What follows belongs to an exercise in optimizing a design on an open flow for small area and a short achievable clock period; a production flow would make more cautious choices.
In this exercise RTL edits were held to simulation tests only and were not proved equivalent to the original.
No activity file was given, so power comes from the tool's default toggle rates.

==> flow/design.v <==
module peripheral_packet_slave #(
  parameter int DEPTH        = 32,
  parameter int READ_LATENCY = 2
) (
  input  logic        clk,
  input  logic        reset,
  input  logic [3:0]  av_nativeaddress,
  input  logic [3:0]  av_byteenable,
  input  logic        av_read,
  input  logic        av_write,
  input  logic [31:0] av_writedata,
  output logic        av_waitrequest,
  output logic [31:0] av_readdata,
  output logic        av_readdatavalid,
  output logic        av_endofpacket,
  input  logic [31:0] st_data,
  input  logic        st_valid,
  input  logic        st_endofpacket,
  output logic        st_ready
);
  logic [32:0]   mem [32];
  logic [4:0]    wr_ptr, rd_ptr;
  logic [5:0]    pkt_cnt;
  logic          empty, full;
  logic          head_eop;   
  logic [31:0]   scratch [3:15];
  logic          flush, push, pop, rd_acc, clr, inc, dec;
  logic [4:0]    rd_inc;
  logic [5:0]    level, pkt_inc, pkt_dec;
  logic [31:0]   wd_r;
  logic          s0_vld, s0_eop;
  logic [7:0]    s0_mhi;     
  logic [3:0]    s0_mlo;     
  logic [3:0]    s0_ahi;     
  logic [3:0]    s0_alo;     
  logic [11:0]   s0_stat;    
  logic          s1_vld, s1_eop;
  logic [31:0]   s1_dat;
  pkt_slave_waitreq u_waitreq (
    .rd(av_read), .empty(empty), .addr(av_nativeaddress), .y(av_waitrequest)
  );
  pkt_slave_stready u_stready (
    .full(full), .reset(reset), .wr(av_write), .be0(av_byteenable[0]),
    .wd0(av_writedata[0]), .addr(av_nativeaddress), .y(st_ready)
  );
  assign flush    = av_write & (av_nativeaddress == 4'd2) & av_byteenable[0] & av_writedata[0];
  assign push     = st_valid & ~full & ~reset & ~flush;
  assign rd_acc   = av_read & ~av_write & ~(av_nativeaddress == 4'd0 & empty);
  assign pop      = av_read & ~av_write & (av_nativeaddress == 4'd0) & ~empty;
  assign clr      = reset | flush;
  assign level    = {full, wr_ptr - rd_ptr};
  assign rd_inc   = rd_ptr + 5'd1;
  assign inc      = push & st_endofpacket;
  assign dec      = pop & head_eop;
  pkt_slave_incdec u_pkt_incdec (.x(pkt_cnt), .inc(pkt_inc), .dec(pkt_dec));
  always_ff @(posedge clk) begin
    if (~full) mem[wr_ptr] <= {st_endofpacket, st_data};
  end
  always_ff @(posedge clk) begin
    if (clr) begin
      wr_ptr  <= '0;
      rd_ptr  <= '0;
      pkt_cnt <= '0;
      empty   <= 1'b1;
      full    <= 1'b0;
    end else begin
      if (push) wr_ptr <= wr_ptr + 5'd1;
      if (pop)  rd_ptr <= rd_inc;
      if (inc & ~dec)      pkt_cnt <= pkt_inc;
      else if (dec & ~inc) pkt_cnt <= pkt_dec;
      empty   <= (empty & ~push) | (level == 6'd1 & pop & ~push);
      full    <= (full & ~pop) | (level == 6'd31 & push & ~pop);
    end
  end
  logic [31:0] rd_oh;
  logic [10:0] eop_grp;
  logic [32:0] eop_nxt_src;
  logic [32:0] eop_nxt_sel;
  logic        next_eop, one_left;
  pkt_slave_dec32 u_rd_dec (.p(rd_ptr), .y(rd_oh));
  always_comb begin
    for (int i = 0; i < 32; i++) begin
      eop_nxt_src[i] = mem[(i + 1) % 32][32];
      eop_nxt_sel[i] = rd_oh[i];
    end
    eop_nxt_src[32] = 1'b0;
    eop_nxt_sel[32] = 1'b0;
  end
  for (genvar g = 0; g < 11; g++) begin : g_eop
    if (g < 10) begin : g_full
      pkt_slave_aoi222 u_aoi (
        .a0(eop_nxt_src[3*g]),   .s0(eop_nxt_sel[3*g]),
        .a1(eop_nxt_src[3*g+1]), .s1(eop_nxt_sel[3*g+1]),
        .a2(eop_nxt_src[3*g+2]), .s2(eop_nxt_sel[3*g+2]),
        .y (eop_grp[g])
      );
    end else begin : g_last
      assign eop_grp[g] = ~((eop_nxt_src[30] & eop_nxt_sel[30]) | (eop_nxt_src[31] & eop_nxt_sel[31]));
    end
  end
  assign next_eop = ~&eop_grp;
  assign one_left = (wr_ptr - rd_ptr == 5'd1) & ~full;
  always_ff @(posedge clk) begin
    if (pop)        head_eop <= one_left ? st_endofpacket : next_eop;
    else if (empty) head_eop <= st_endofpacket;
  end
  assign wd_r = av_writedata & {32{~reset}};
  always_ff @(posedge clk) begin
    for (int a = 3; a < 16; a++)
      for (int b = 0; b < 4; b++)
        if (reset | (av_write & (av_nativeaddress == 4'(a)) & av_byteenable[b]))
          scratch[a][8*b +: 8] <= wd_r[8*b +: 8];
  end
  always_ff @(posedge clk) begin
    s0_vld  <= ~reset & rd_acc;
    s0_eop  <= head_eop & (av_nativeaddress == 4'd0);
    for (int i = 0; i < 8; i++) s0_mhi[i] <= (av_nativeaddress == 4'd0) & (rd_ptr[4:2] == 3'(i));
    for (int i = 0; i < 4; i++) s0_mlo[i] <= (rd_ptr[1:0] == 2'(i));
    for (int i = 0; i < 4; i++) s0_ahi[i] <= (av_nativeaddress[3:2] == 2'(i));
    for (int i = 0; i < 4; i++) s0_alo[i] <= (av_nativeaddress[1:0] == 2'(i));
    s0_stat <= (av_nativeaddress == 4'd1) ? {pkt_cnt, level} : 12'd0;
  end
  logic [31:0] src [45];
  logic [44:0] sel;
  logic [14:0] grp [32];
  logic [31:0] rsp_dat;
  always_comb begin
    for (int i = 0; i < 32; i++) begin
      src[i] = mem[i][31:0];
      sel[i] = s0_mhi[i / 4] & s0_mlo[i % 4];
    end
    for (int k = 3; k < 16; k++) begin
      src[32 + k - 3] = scratch[k];
      sel[32 + k - 3] = s0_ahi[k / 4] & s0_alo[k % 4];
    end
  end
  for (genvar b = 0; b < 32; b++) begin : g_bit
    for (genvar g = 0; g < 15; g++) begin : g_grp
      pkt_slave_aoi222 u_aoi (
        .a0(src[3*g][b]),   .s0(sel[3*g]),
        .a1(src[3*g+1][b]), .s1(sel[3*g+1]),
        .a2(src[3*g+2][b]), .s2(sel[3*g+2]),
        .y (grp[b][g])
      );
    end
  end
  logic [31:0] stat_n;
  assign stat_n = ~{10'h000, s0_stat[11:6], 10'h000, s0_stat[5:0]};
  for (genvar b = 0; b < 32; b++) begin : g_or
    logic n0, n1, n2, n3, m0, m1;
    pkt_slave_nand4 u_n0 (.a(grp[b][0]),  .b(grp[b][1]),  .c(grp[b][2]),  .d(grp[b][3]),  .y(n0));
    pkt_slave_nand4 u_n1 (.a(grp[b][4]),  .b(grp[b][5]),  .c(grp[b][6]),  .d(grp[b][7]),  .y(n1));
    pkt_slave_nand4 u_n2 (.a(grp[b][8]),  .b(grp[b][9]),  .c(grp[b][10]), .d(grp[b][11]), .y(n2));
    if ((b < 6) || (b >= 16 && b < 22)) begin : g_st
      pkt_slave_nand4 u_n3 (.a(grp[b][12]), .b(grp[b][13]), .c(grp[b][14]), .d(stat_n[b]), .y(n3));
    end else begin : g_nost
      pkt_slave_nand3 u_n3 (.a(grp[b][12]), .b(grp[b][13]), .c(grp[b][14]), .y(n3));
    end
    pkt_slave_nor2  u_m0 (.a(n0), .b(n1), .y(m0));
    pkt_slave_nor2  u_m1 (.a(n2), .b(n3), .y(m1));
    pkt_slave_nand2 u_y  (.a(m0), .b(m1), .y(rsp_dat[b]));
  end
  always_ff @(posedge clk) begin
    s1_vld <= ~reset & s0_vld;
    s1_eop <= ~reset & s0_vld & s0_eop;
    s1_dat <= rsp_dat;
  end
  assign av_readdatavalid = s1_vld;
  assign av_readdata      = s1_dat;
  assign av_endofpacket   = s1_eop;
endmodule
module pkt_slave_aoi222 (
  input  logic a0, s0, a1, s1, a2, s2,
  output logic y
);
  assign y = ~((a0 & s0) | (a1 & s1) | (a2 & s2));
endmodule
module pkt_slave_waitreq (
  input  logic       rd, empty,
  input  logic [3:0] addr,
  output logic       y
);
  assign y = rd & (addr == 4'd0) & empty;
endmodule
module pkt_slave_stready (
  input  logic       full, reset, wr, be0, wd0,
  input  logic [3:0] addr,
  output logic       y
);
  assign y = ~full & ~reset & ~(wr & (addr == 4'd2) & be0 & wd0);
endmodule
module pkt_slave_incdec (
  input  logic [5:0] x,
  output logic [5:0] inc, dec
);
  assign inc = x + 6'd1;
  assign dec = x - 6'd1;
endmodule
module pkt_slave_nand4 (input logic a, b, c, d, output logic y);
  assign y = ~(a & b & c & d);
endmodule
module pkt_slave_nand3 (input logic a, b, c, output logic y);
  assign y = ~(a & b & c);
endmodule
module pkt_slave_nor2 (input logic a, b, output logic y);
  assign y = ~(a | b);
endmodule
module pkt_slave_nand2 (input logic a, b, output logic y);
  assign y = ~(a & b);
endmodule
module pkt_slave_dec32 (
  input  logic [4:0]  p,
  output logic [31:0] y
);
  always_comb
    for (int i = 0; i < 32; i++) y[i] = (p == 5'(i));
endmodule
clock: 4.5 ns
lec_check: 0
cap_margin: 20
core_margin: 2
core_utilization: 40
setup_slack_margin: 2.2
slew_margin: 20
synth_hierarchical: 1
standard.sh (not shown) runs the stock make flow with config.mk's settings and CLKGATE_MAP_FILE= SYNTH_SCRIPT=/design/flow/synth_recipe.tcl, a recipe that flattens the netlist after the stock synthesis.
==> flow/flow/run.sh <==
#!/bin/bash
bash standard.sh \
  BUFFER_PORTS_ARGS="-buffer_cell sky130_fd_sc_hd__buf_2" \
  CTS_ARGS="-sink_clustering_enable -repair_clock_nets -dont_use_dummy_load -sink_clustering_size 24 -sink_clustering_max_diameter 120" \
  finish > make.log 2>&1
Rerun with:
--- a/flow/design.v
+++ b/flow/design.v
@@ -72,36 +72,8 @@
       full    <= (full & ~pop) | (level == 6'd31 & push & ~pop);
     end
   end
-  logic [31:0] rd_oh;
-  logic [10:0] eop_grp;
-  logic [32:0] eop_nxt_src;
-  logic [32:0] eop_nxt_sel;
-  logic        next_eop, one_left;
-  pkt_slave_dec32 u_rd_dec (.p(rd_ptr), .y(rd_oh));
-  always_comb begin
-    for (int i = 0; i < 32; i++) begin
-      eop_nxt_src[i] = mem[(i + 1) % 32][32];
-      eop_nxt_sel[i] = rd_oh[i];
-    end
-    eop_nxt_src[32] = 1'b0;
-    eop_nxt_sel[32] = 1'b0;
-  end
-  for (genvar g = 0; g < 11; g++) begin : g_eop
-    if (g < 10) begin : g_full
-      pkt_slave_aoi222 u_aoi (
-        .a0(eop_nxt_src[3*g]),   .s0(eop_nxt_sel[3*g]),
-        .a1(eop_nxt_src[3*g+1]), .s1(eop_nxt_sel[3*g+1]),
-        .a2(eop_nxt_src[3*g+2]), .s2(eop_nxt_sel[3*g+2]),
-        .y (eop_grp[g])
-      );
-    end else begin : g_last
-      assign eop_grp[g] = ~((eop_nxt_src[30] & eop_nxt_sel[30]) | (eop_nxt_src[31] & eop_nxt_sel[31]));
-    end
-  end
-  assign next_eop = ~&eop_grp;
-  assign one_left = (wr_ptr - rd_ptr == 5'd1) & ~full;
   always_ff @(posedge clk) begin
-    if (pop)        head_eop <= one_left ? st_endofpacket : next_eop;
+    if (pop)        head_eop <= (rd_inc == wr_ptr) ? st_endofpacket : mem[rd_inc][32];
     else if (empty) head_eop <= st_endofpacket;
   end
   assign wd_r = av_writedata & {32{~reset}};
@@ -208,10 +180,3 @@
 module pkt_slave_nand2 (input logic a, b, output logic y);
   assign y = ~(a & b);
 endmodule
-module pkt_slave_dec32 (
-  input  logic [4:0]  p,
-  output logic [31:0] y
-);
-  always_comb
-    for (int i = 0; i < 32; i++) y[i] = (p == 5'(i));
-endmodule
Outcome: Power hardly moves; cell area came out higher by 0.61%; core utilization goes up by 0.28 points; area after synthesis is about the same; hold slack loses 42 ps.

port drivers added, routing unchanged:
The flow's constraints put no driver on any port. The routed layouts listed below were extracted and timed again, unchanged, in two steps. Step 1 assumes that a clkbuf_16 drives the clock port and a buf_2 every other input. Step 2 moves the port delays by t, midway between the first and last clock arrival at a register: inputs arrive t later, outputs are due t later. That takes back most of the time a late clock gives input paths. Three values: no drivers, after step 1, after step 2; two values: the first two.
run | shift t [ns] | slack for setup (ns) | hold WS [ns]
the first run | 0.740 | 2.028 / 1.989 / 1.566 | 0.455 / 0.468 / 0.479
the second run | 0.732 | 2.015 / 1.960 / 1.568 | 0.413 / 0.391 / 0.443
After both steps setup and hold are still met in every run listed. The setup slack of the first run, which loses most, moves by -0.039 ns with the drivers and by -0.462 ns with both steps.
